From an optimization exercise on the open Yosys and OpenROAD flow, aimed at small area, a short achievable clock period and few clock cycles per item; shortcuts taken in it are not production practice. Where RTL was checked, it was by simulation tests only, not by an equivalence proof against the original. No activity file was given, so power comes from the tool's default toggle rates.

==> try-quartz <==
## tiny_byte_cpu_step
module tiny_byte_cpu_step (
   input  logic                            clock,
   input  logic                            reset,
   input  logic                            req_valid,
   output logic                            req_stall,
   input  logic                            req_type,
   input  logic [tbc_pkg::AddrWidth-1:0]   req_mem_addr,
   input  logic [tbc_pkg::DataWidth-1:0]   req_mem_data,
   output logic                            rsp_valid,
   input  logic                            rsp_stall,
   output logic [tbc_pkg::AddrWidth-1:0]   rsp_pc,
   output logic [tbc_pkg::DataWidth-1:0]   rsp_reg_a,
   output logic [tbc_pkg::DataWidth-1:0]   rsp_reg_b,
   output logic [tbc_pkg::DataWidth-1:0]   rsp_reg_c,
   output logic [tbc_pkg::DataWidth-1:0]   rsp_reg_d,
   output logic [tbc_pkg::DataWidth-1:0]   rsp_reg_e,
   output logic                            rsp_halted,
   output logic                            rsp_illegal_opcode
);
   logic        mem_req_we;
   logic        mem_st_we;
   logic [7:0]  mem_st_addr;
   logic [7:0]  mem_st_data;
   logic [31:0] mem_slo;
   logic [31:0] mem_shi;
   logic [3:0]  mem_rot;
   logic [31:0] mem_rdata;
   logic [7:0]  pc;
   logic [39:0] regs;
   logic        err;
   tbc_mem u_mem (
      .clock (clock),
      .reset (reset),
      .req_we   (mem_req_we),
      .req_addr (req_mem_addr),
      .req_data (req_mem_data),
      .st_we    (mem_st_we),
      .st_addr  (mem_st_addr),
      .st_data  (mem_st_data),
      .use_st   (req_type),
      .slo   (mem_slo),
      .shi   (mem_shi),
  ...
clock: 6.5 ns
lec_check: 0
cap_margin: 20
core_margin: 2
core_utilization: 62
cts_cluster_diameter: 80
cts_cluster_size: 24
setup_slack_margin: 2.7
slew_margin: 20
synth_hierarchical: 1
run.sh (not shown) runs the stock make flow with config.mk's settings and CLKGATE_MAP_FILE= SYNTH_SCRIPT=/design/flow/synth_recipe.tcl, a recipe that flattens the netlist after the stock synthesis.
==> try-sierra: changes against try-quartz <==
--- a/flow/config.mk
+++ b/flow/config.mk
@@ -9,3 +9,3 @@
 export CORE_MARGIN = 2
-export CORE_UTILIZATION = 62
+export CORE_UTILIZATION = 70
 export CTS_CLUSTER_DIAMETER = 80
==> results.yml <==
clock_tree:
  post-cts-setup-buffers: 104
  cts_resized: 383
floorplan:
  die_h_um: 390.9
route:
  viasPerCell: 7.384
  vias: 61940
  drt-met1-wl_mm: 109.5
timing:
  timing.hold.ws_ns: 0.5219
run_status:
  status: "complete, no violations"
final_layout:
  clock_cell_area_share: 0.03196
The numbers above come from try-quartz.

==> results.yml <==
logic_synthesis:
  yosys.area.top_type_share: 0.7170
timing:
  timing.hold.ws_ns: 0.5021
final_layout:
  fillCellCount: 7379
  clock_cell_area_share: 0.02966
route:
  drt-met1-wl_mm: 97.24
  vias: 62411
  viasPerCell: 7.663
clock_tree:
  post-cts-setup-buffers: 110
  cts_resized: 414
run_status:
  status: "complete, no violations"
The numbers above come from try-sierra.

Testbench counts of try-quartz, summed over its fixed seeds: cycles 10,441, items 8,603.
Testbench counts of try-sierra, summed over its fixed seeds: cycles 10,441, items 8,603.

========
==> run a: inputs <==
==> flow/design.v <==
package tbc_pkg;
   localparam int DataWidth   = 8;
   localparam int AddrWidth   = 8;
   localparam int MemDepth    = 1 << AddrWidth;
   localparam int NumRegs     = 5;
   localparam logic [AddrWidth-1:0] HaltPc = '1;
   localparam logic ReqWrite = 1'b0;
   localparam logic ReqExec  = 1'b1;
   localparam logic [DataWidth-1:0] OpNop = 8'h00;
   localparam logic [DataWidth-1:0] OpAdd = 8'h01;
   localparam logic [DataWidth-1:0] OpSub = 8'h02;
   localparam logic [DataWidth-1:0] OpJmp = 8'h03;
   localparam logic [DataWidth-1:0] OpBlt = 8'h04;
   localparam logic [DataWidth-1:0] OpLd  = 8'h05;
   localparam logic [DataWidth-1:0] OpSt  = 8'h06;
endpackage
module tbc_mem (
   input  logic        clock,
   input  logic        reset,
   input  logic        we,
   input  logic [7:0]  waddr,
   input  logic [7:0]  wdata,
   input  logic [23:0] row,
   input  logic [1:0]  rot,
   output logic [31:0] rdata
);
   logic [7:0]  mem_ff [256];
   logic [7:0]  wd;
   logic [15:0] wsel_hi;
   logic [15:0] wsel_lo;
   logic [7:0]  bank_q [4];
   assign wd = reset ? 8'h00 : wdata;
   always_comb begin
      wsel_hi = '0;
      wsel_lo = '0;
      wsel_hi[waddr[7:4]] = 1'b1;
      wsel_lo[waddr[3:0]] = we;
   end
   for (genvar i = 0; i < 256; i++) begin : g_byte
      always_ff @(posedge clock) begin
         if (reset || (wsel_hi[i / 16] && wsel_lo[i % 16])) begin
            mem_ff[i] <= wd;
         end
      end
   end
   for (genvar k = 0; k < 4; k++) begin : g_bank
      logic [63:0] rsel;
      always_comb begin
         rsel = '0;
         rsel[row[6*k +: 6]] = 1'b1;
      end
      for (genvar b = 0; b < 8; b++) begin : g_bit
         logic [63:0] col;
         for (genvar r = 0; r < 64; r++) begin : g_row
            assign col[r] = mem_ff[4*r + k][b];
         end
         assign bank_q[k][b] = |(col & rsel);
      end
   end
   for (genvar j = 0; j < 4; j++) begin : g_rot
      assign rdata[8*j +: 8] = bank_q[2'(rot + 2'(j))];
   end
endmodule
import tbc_pkg::*;
module tbc_exec (
   input  logic        clock,
   input  logic        reset,
   input  logic        req_valid,
   output logic        req_stall,
   input  logic        req_type,
   input  logic [7:0]  req_mem_addr,
   input  logic [7:0]  req_mem_data,
   output logic        rsp_valid,
   input  logic        rsp_stall,
   output logic [7:0]  pc,
   output logic [39:0] regs,
   output logic        err,
   output logic        mem_we,
   output logic [7:0]  mem_waddr,
   output logic [7:0]  mem_wdata,
   output logic [23:0] mem_row,
   output logic [1:0]  mem_rot,
   input  logic [31:0] mem_rdata
);
   logic [7:0]  pc_ff;
   logic [7:0]  reg_ff [5];
   logic        err_ff;
   logic        rsp_valid_ff;
   logic [31:0] ib_ff;
   logic        ib_valid_ff;
   logic        ld_ff;         
   logic        ld_wr_ff;      
   logic [2:0]  ld_dst_ff;
   logic        back;          
   logic        accept;
   logic        exec_go;
   logic        wr_go;
   logic        halted;
   logic [7:0]  op, b0, b1, b2;
   logic [7:0]  ra, rb;
   logic [7:0]  sum, diff;
   logic        lt;
   logic [7:0]  pc_inc1, pc_inc3, pc_inc4;
   logic        is_nop, is_add, is_sub, is_jmp, is_blt, is_ld, is_st, is_ill;
   logic        w_hit;
   logic        st_hit;
   logic [7:0]  w_off;
   logic [7:0]  st_off;
   function automatic logic [7:0] read_reg(input logic [7:0] idx,
                                           input logic [7:0] r0, input logic [7:0] r1,
                                           input logic [7:0] r2, input logic [7:0] r3,
                                           input logic [7:0] r4, input logic [7:0] p);
      logic [7:0] val;
      case (idx[2:0])
         3'd0:    val = r0;
         3'd1:    val = r1;
         3'd2:    val = r2;
         3'd3:    val = r3;
         3'd4:    val = r4;
         3'd5:    val = p;
         default: val = 8'h00;
      endcase
      read_reg = (idx[7:3] == 5'd0) ? val : 8'h00;
   endfunction
   assign halted    = (pc_ff == HaltPc);
   assign req_stall = ld_ff || (rsp_valid_ff && rsp_stall) || (req_type == ReqExec && !ib_valid_ff);
   assign accept    = req_valid && !req_stall;
   assign exec_go   = accept && (req_type == ReqExec) && !halted;
   assign wr_go     = accept && (req_type == ReqWrite);
   assign op = ib_ff[7:0];
   assign b0 = ib_ff[15:8];
   assign b1 = ib_ff[23:16];
   assign b2 = ib_ff[31:24];
   assign is_nop = (op == OpNop);
   assign is_add = (op == OpAdd);
   assign is_sub = (op == OpSub);
   assign is_jmp = (op == OpJmp);
   assign is_blt = (op == OpBlt);
   assign is_ld  = (op == OpLd);
   assign is_st  = (op == OpSt);
   assign is_ill = (op > OpSt);
   assign pc_inc1 = pc_ff + 8'd1;
   assign pc_inc3 = pc_ff + 8'd3;
   assign pc_inc4 = pc_ff + 8'd4;
   assign ra   = read_reg(b0, reg_ff[0], reg_ff[1], reg_ff[2], reg_ff[3], reg_ff[4], pc_ff);
   assign rb   = read_reg(b1, reg_ff[0], reg_ff[1], reg_ff[2], reg_ff[3], reg_ff[4], pc_ff);
   assign sum  = ra + rb;
   assign diff = ra - rb;
   assign lt   = (ra < rb);
   assign back = (b2 <= pc_ff);
   logic [6:0]  fsel;
   logic [23:0] f_rows [7];
   logic [1:0]  f_rot  [7];
   logic [7:0]  f_addr [7];
   assign f_addr[0] = pc_ff;
   assign f_addr[1] = pc_inc1;
   assign f_addr[2] = pc_inc3;
   assign f_addr[3] = pc_inc4;
   assign f_addr[4] = b0;
   assign f_addr[5] = b1;
   assign f_addr[6] = b2;
   for (genvar c = 0; c < 7; c++) begin : g_cand
      logic [5:0] r;
      logic [5:0] r1;
      assign r  = f_addr[c][7:2];
      assign r1 = f_addr[c][7:2] + 6'd1;
      assign f_rows[c] = {r,
                          (f_addr[c][1:0] == 2'd3) ? r1 : r,
                          (f_addr[c][1:0] >= 2'd2) ? r1 : r,
                          (f_addr[c][1:0] != 2'd0) ? r1 : r};
      assign f_rot[c]  = f_addr[c][1:0];
   end
   always_comb begin
      fsel = '0;
      if (!ib_valid_ff) begin
         fsel[0] = 1'b1;
      end else begin
         case (op[2:0])
            3'd0:    fsel[1] = 1'b1;    
            3'd6:    fsel[2] = 1'b1;    
            3'd3:    fsel[4] = 1'b1;    
            3'd5:    fsel[5] = 1'b1;    
            3'd4: begin                 
               fsel[6] = back;
               fsel[3] = !back;
            end
            default: fsel[3] = 1'b1;    
         endcase
      end
   end
   always_comb begin
      mem_row = '0;
      mem_rot = '0;
      for (int c = 0; c < 7; c++) begin
         mem_row = mem_row | ({24{fsel[c]}} & f_rows[c]);
         mem_rot = mem_rot | ({2{fsel[c]}} & f_rot[c]);
      end
   end
   always_comb begin
      if (wr_go) begin
         mem_we    = 1'b1;
         mem_waddr = req_mem_addr;
         mem_wdata = req_mem_data;
      end else begin
         mem_we    = exec_go && is_st;
         mem_waddr = b1;
         mem_wdata = ra;
      end
   end
   assign w_off  = req_mem_addr - pc_ff;
   assign w_hit  = (w_off < 8'd4);
   assign st_off = b1 - pc_inc3;
   assign st_hit = (st_off < 8'd4);
   always_ff @(posedge clock) begin
      if (reset) begin
         pc_ff        <= '0;
         for (int i = 0; i < 5; i++) reg_ff[i] <= '0;
         err_ff       <= 1'b0;
         rsp_valid_ff <= 1'b0;
         ib_valid_ff  <= 1'b0;
         ld_ff        <= 1'b0;
      end else begin
         ld_ff <= exec_go && is_ld;
         if (ld_ff && ld_wr_ff) begin
            reg_ff[ld_dst_ff] <= ib_ff[7:0];
         end
         if (accept) begin
            rsp_valid_ff <= !(exec_go && is_ld);
         end else if (ld_ff) begin
            rsp_valid_ff <= 1'b1;
         end else if (!rsp_stall) begin
            rsp_valid_ff <= 1'b0;
         end
         if (exec_go) begin
            ib_valid_ff <= !(is_ld || (is_blt && (lt != back)) || (is_st && st_hit));
         end else begin
            ib_valid_ff <= !(wr_go && w_hit);
         end
         if (exec_go) begin
            if ((is_add || is_sub) && b2 < 8'd5) begin
               reg_ff[b2[2:0]] <= is_add ? sum : diff;
            end
            if (is_ill) begin
               err_ff <= 1'b1;
            end
            if (is_nop) begin
               pc_ff <= pc_inc1;
            end else if (is_add || is_sub) begin
               pc_ff <= pc_inc4;
            end else if (is_jmp) begin
               pc_ff <= b0;
            end else if (is_blt) begin
               pc_ff <= lt ? b2 : pc_inc4;
            end else if (is_ld || is_st) begin
               pc_ff <= pc_inc3;
            end else begin
               pc_ff <= HaltPc;
            end
         end
      end
   end
   always_ff @(posedge clock) begin
      if (exec_go) begin
         ld_wr_ff  <= (b0 < 8'd5);
         ld_dst_ff <= b0[2:0];
      end
   end
   always_ff @(posedge clock) begin
      if (exec_go || !ib_valid_ff) begin
         ib_ff <= mem_rdata;
      end
   end
   assign rsp_valid = rsp_valid_ff;
   assign pc        = pc_ff;
   assign regs      = {reg_ff[4], reg_ff[3], reg_ff[2], reg_ff[1], reg_ff[0]};
   assign err       = err_ff;
endmodule
import tbc_pkg::*;
module tiny_byte_cpu_step (
   input  logic                            clock,
   input  logic                            reset,
   input  logic                            req_valid,
   output logic                            req_stall,
   input  logic                            req_type,
   input  logic [tbc_pkg::AddrWidth-1:0]   req_mem_addr,
   input  logic [tbc_pkg::DataWidth-1:0]   req_mem_data,
   output logic                            rsp_valid,
   input  logic                            rsp_stall,
   output logic [tbc_pkg::AddrWidth-1:0]   rsp_pc,
   output logic [tbc_pkg::DataWidth-1:0]   rsp_reg_a,
   output logic [tbc_pkg::DataWidth-1:0]   rsp_reg_b,
   output logic [tbc_pkg::DataWidth-1:0]   rsp_reg_c,
   output logic [tbc_pkg::DataWidth-1:0]   rsp_reg_d,
   output logic [tbc_pkg::DataWidth-1:0]   rsp_reg_e,
   output logic                            rsp_halted,
   output logic                            rsp_illegal_opcode
);
   logic        mem_we;
   logic [7:0]  mem_waddr;
   logic [7:0]  mem_wdata;
   logic [23:0] mem_row;
   logic [1:0]  mem_rot;
   logic [31:0] mem_rdata;
   logic [7:0]  pc;
   logic [39:0] regs;
   logic        err;
   tbc_mem u_mem (
      .clock (clock),
      .reset (reset),
      .we    (mem_we),
      .waddr (mem_waddr),
      .wdata (mem_wdata),
      .row   (mem_row),
      .rot   (mem_rot),
      .rdata (mem_rdata)
   );
   tbc_exec u_exec (
      .clock        (clock),
      .reset        (reset),
      .req_valid    (req_valid),
      .req_stall    (req_stall),
      .req_type     (req_type),
      .req_mem_addr (req_mem_addr),
      .req_mem_data (req_mem_data),
      .rsp_valid    (rsp_valid),
      .rsp_stall    (rsp_stall),
      .pc           (pc),
      .regs         (regs),
      .err          (err),
      .mem_we       (mem_we),
      .mem_waddr    (mem_waddr),
      .mem_wdata    (mem_wdata),
      .mem_row      (mem_row),
      .mem_rot      (mem_rot),
      .mem_rdata    (mem_rdata)
   );
   assign rsp_pc             = pc;
   assign rsp_reg_a          = regs[7:0];
   assign rsp_reg_b          = regs[15:8];
   assign rsp_reg_c          = regs[23:16];
   assign rsp_reg_d          = regs[31:24];
   assign rsp_reg_e          = regs[39:32];
   assign rsp_halted         = (pc == HaltPc);
   assign rsp_illegal_opcode = err;
endmodule
==> flow/run.sh <==
#!/bin/bash
# synth_recipe.tcl (not shown) runs the flow's synth.tcl, then flattens the netlist and writes it again
# the make line also repeats each setting of config.mk as NAME=value (left out here)
make -C /OpenROAD-flow-scripts/flow DESIGN_CONFIG=/design/flow/config.mk WORK_HOME=/design/flow/orfs CLKGATE_MAP_FILE= SYNTH_SCRIPT=/design/flow/synth_recipe.tcl finish
==> flow/config.mk <==
export PLATFORM = sky130hd
export DESIGN_NAME = tiny_byte_cpu_step
export DESIGN_NICKNAME = tiny_byte_cpu_step
export VERILOG_FILES = /design/flow/design.v
export SDC_FILE = /design/flow/constraint.sdc
export NUM_CORES = 4
export LEC_CHECK = 0
export CAP_MARGIN = 20
export CORE_MARGIN = 2
export CORE_UTILIZATION = 40
export SLEW_MARGIN = 20
==> flow/constraint.sdc <==
create_clock -name core_clock -period 6.5 [get_ports {clock}]
set_input_delay 1.3000 -clock core_clock [delete_from_list [all_inputs] [get_ports {clock}]]
set_output_delay 1.3000 -clock core_clock [all_outputs]
set_load 0.01 [all_outputs]
==> run b (differences from run a) <==
--- a/flow/design.v
+++ b/flow/design.v
@@ -44,23 +44,45 @@
       end
    end
    for (genvar k = 0; k < 4; k++) begin : g_bank
-      logic [63:0] rsel;
+      logic [7:0] slo;
+      logic [7:0] shi;
       always_comb begin
-         rsel = '0;
-         rsel[row[6*k +: 6]] = 1'b1;
+         slo = '0;
+         shi = '0;
+         slo[row[6*k +: 3]] = 1'b1;
+         shi[row[6*k + 3 +: 3]] = 1'b1;
       end
       for (genvar b = 0; b < 8; b++) begin : g_bit
-         logic [63:0] col;
-         for (genvar r = 0; r < 64; r++) begin : g_row
-            assign col[r] = mem_ff[4*r + k][b];
+         logic [7:0] grp;
+         for (genvar g = 0; g < 8; g++) begin : g_grp
+            logic [7:0] col;
+            for (genvar r = 0; r < 8; r++) begin : g_row
+               assign col[r] = mem_ff[4*(8*g + r) + k][b];
+            end
+            tbc_sel8 u_sel (
+               .d (col),
+               .s (slo),
+               .y (grp[g])
+            );
          end
-         assign bank_q[k][b] = |(col & rsel);
+         tbc_sel8 u_selh (
+            .d (grp),
+            .s (shi),
+            .y (bank_q[k][b])
+         );
       end
    end
    for (genvar j = 0; j < 4; j++) begin : g_rot
       assign rdata[8*j +: 8] = bank_q[2'(rot + 2'(j))];
    end
 endmodule
+module tbc_sel8 (
+   input  logic [7:0] d,
+   input  logic [7:0] s,
+   output logic       y
+);
+   assign y = |(d & s);
+endmodule
 import tbc_pkg::*;
 module tbc_exec (
    input  logic        clock,
@@ -148,27 +170,49 @@
    assign diff = ra - rb;
    assign lt   = (ra < rb);
    assign back = (b2 <= pc_ff);
-   logic [6:0]  fsel;
-   logic [23:0] f_rows [7];
-   logic [1:0]  f_rot  [7];
-   logic [7:0]  f_addr [7];
-   assign f_addr[0] = pc_ff;
-   assign f_addr[1] = pc_inc1;
-   assign f_addr[2] = pc_inc3;
-   assign f_addr[3] = pc_inc4;
-   assign f_addr[4] = b0;
-   assign f_addr[5] = b1;
-   assign f_addr[6] = b2;
-   for (genvar c = 0; c < 7; c++) begin : g_cand
-      logic [5:0] r;
-      logic [5:0] r1;
-      assign r  = f_addr[c][7:2];
-      assign r1 = f_addr[c][7:2] + 6'd1;
-      assign f_rows[c] = {r,
-                          (f_addr[c][1:0] == 2'd3) ? r1 : r,
-                          (f_addr[c][1:0] >= 2'd2) ? r1 : r,
-                          (f_addr[c][1:0] != 2'd0) ? r1 : r};
-      assign f_rot[c]  = f_addr[c][1:0];
+   logic [6:0]  fsel;        
+   logic [5:0]  row_opt [9];  
+   logic [2:0]  pc_add [4];
+   assign row_opt[0] = pc_ff[7:2];
+   assign row_opt[1] = pc_ff[7:2] + 6'd1;
+   assign row_opt[2] = pc_ff[7:2] + 6'd2;
+   assign row_opt[3] = b0[7:2];
+   assign row_opt[4] = b0[7:2] + 6'd1;
+   assign row_opt[5] = b1[7:2];
+   assign row_opt[6] = b1[7:2] + 6'd1;
+   assign row_opt[7] = b2[7:2];
+   assign row_opt[8] = b2[7:2] + 6'd1;
+   assign pc_add[0] = {1'b0, pc_ff[1:0]};
+   assign pc_add[1] = {1'b0, pc_ff[1:0]} + 3'd1;
+   assign pc_add[2] = {1'b0, pc_ff[1:0]} + 3'd3;
+   assign pc_add[3] = {1'b0, pc_ff[1:0]} + 3'd4;
+   for (genvar k = 0; k < 4; k++) begin : g_row
+      logic [8:0] osel;
+      always_comb begin
+         osel = '0;
+         for (int c = 0; c < 4; c++) begin
+            if (fsel[c]) begin
+               osel[2'(pc_add[c][2]) + ((2'(k) < pc_add[c][1:0]) ? 2'd1 : 2'd0)] = 1'b1;
+            end
+         end
+         if (fsel[4]) osel[(2'(k) < b0[1:0]) ? 4 : 3] = 1'b1;
+         if (fsel[5]) osel[(2'(k) < b1[1:0]) ? 6 : 5] = 1'b1;
+         if (fsel[6]) osel[(2'(k) < b2[1:0]) ? 8 : 7] = 1'b1;
+      end
+      always_comb begin
+         mem_row[6*k +: 6] = '0;
+         for (int o = 0; o < 9; o++) begin
+            mem_row[6*k +: 6] = mem_row[6*k +: 6] | ({6{osel[o]}} & row_opt[o]);
+         end
+      end
+   end
+   always_comb begin
+      mem_rot = '0;
+      for (int c = 0; c < 4; c++) begin
+         mem_rot = mem_rot | ({2{fsel[c]}} & pc_add[c][1:0]);
+      end
+      mem_rot = mem_rot | ({2{fsel[4]}} & b0[1:0]) | ({2{fsel[5]}} & b1[1:0])
+                        | ({2{fsel[6]}} & b2[1:0]);
    end
    always_comb begin
       fsel = '0;
@@ -189,14 +233,6 @@
       end
    end
    always_comb begin
-      mem_row = '0;
-      mem_rot = '0;
-      for (int c = 0; c < 7; c++) begin
-         mem_row = mem_row | ({24{fsel[c]}} & f_rows[c]);
-         mem_rot = mem_rot | ({2{fsel[c]}} & f_rot[c]);
-      end
-   end
-   always_comb begin
       if (wr_go) begin
          mem_we    = 1'b1;
          mem_waddr = req_mem_addr;
--- a/flow/config.mk
+++ b/flow/config.mk
@@ -7,5 +7,7 @@
 export LEC_CHECK = 0
 export CAP_MARGIN = 20
 export CORE_MARGIN = 2
-export CORE_UTILIZATION = 40
+export CORE_UTILIZATION = 55
+export SETUP_SLACK_MARGIN = 1.5
 export SLEW_MARGIN = 20
+export SYNTH_HIERARCHICAL = 1
==> tab_implementation.tex <==
\begin{tabular}{lr}
\hline
Metric & Value \\
\hline
\multicolumn{2}{l}{\textbf{Pwr}} \\
Comb pwr & 18.7 mW \\
Leak Pwr & 34.1 nW \\
Maximum resistive drop on vdd & 0.329 mV \\
\multicolumn{2}{l}{\textbf{Routing}} \\
Highest metal layer with signal wires & met4 \\
DRC marker count from the first detailed-route iteration & 6,654 \\
Aggregate routed wire length & 265,000 µm \\
\multicolumn{2}{l}{\textbf{Clock network}} \\
Clock transition time at the flip-flop clock pins of the worst setup and hold paths & $\sim$0.070 ns \\
\multicolumn{2}{l}{\textbf{Outcome}} \\
Status & no timing/DRC/antenna violations \\
\multicolumn{2}{l}{\textbf{Finish}} \\
Layout Cells excl Fill & 7,960 \\
\multicolumn{2}{l}{\textbf{Die}} \\
Initial core utilization & 55.5\% \\
Die width & 399 µm \\
\hline
\end{tabular}
the above is filed under run b

==> tab_implementation.tex <==
\begin{tabular}{lr}
\hline
Metric & Value \\
\hline
\multicolumn{2}{l}{\textbf{Routing}} \\
DRC marker count from the first detailed-route iteration & 12,800 \\
Aggregate routed wire length & $\sim$410,000 µm \\
\multicolumn{2}{l}{\textbf{STA}} \\
Setup violation total in the final timing report & 6 \\
Minimum setup slack in the final design & -0.0381 ns \\
\multicolumn{2}{l}{\textbf{Pwr}} \\
Maximum resistive drop on vdd & $\sim$0.46 mV \\
\multicolumn{2}{l}{\textbf{Finish}} \\
Layout Cells excl Fill & 10,900 \\
\multicolumn{2}{l}{\textbf{Outcome}} \\
Set of violated layout checks & setup timing \\
Status & complete, but fails checks \\
\multicolumn{2}{l}{\textbf{Clock network}} \\
Clock transition time at the flip-flop clock pins of the worst setup and hold paths & 0.06 ns \\
\hline
\end{tabular}
the above is filed under run a

Testbench counts of run b, summed over its fixed seeds: cycles 9,829, items 8,603.
No functional check of the RTL was part of run a.

[what the ideal ports hide]
In the flow no input, the clock included, has a driving cell. The finished layouts below were timed again as built, in two steps. Step 1 (the two cells are an assumption about what drives the block):
set clk [get_ports {clock}]
set_driving_cell -lib_cell sky130_fd_sc_hd__clkbuf_16 $clk
set_driving_cell -lib_cell sky130_fd_sc_hd__buf_2 [delete_from_list [all_inputs] $clk]
Step 2, shift: input delay + t, output delay - t, t = (earliest + latest rising clock arrival at the registers) / 2. This alone moves slack from input paths to output paths. a / b / c = ideal ports / drivers / drivers and shift; a / b = the first two.
| run | t, ns | setup slack, ns | worst register clock-pin slew, ns |
|---|---|---|---|
| try-quartz | 0.858 | 2.677 / 2.667 / 1.977 | 0.10 / 0.10 |
| try-sierra | 0.862 | 2.623 / 2.666 / 1.822 | 0.10 / 0.10 |
| run a | 0.993 | -0.038 / -0.038 / -0.038 | 0.07 / 0.07 |
| run b | 0.911 | 0.992 / 0.992 / 0.827 | 0.07 / 0.07 |
The setup slack of try-sierra, which loses most, moves by +0.043 ns with the drivers and by -0.801 ns with both steps.
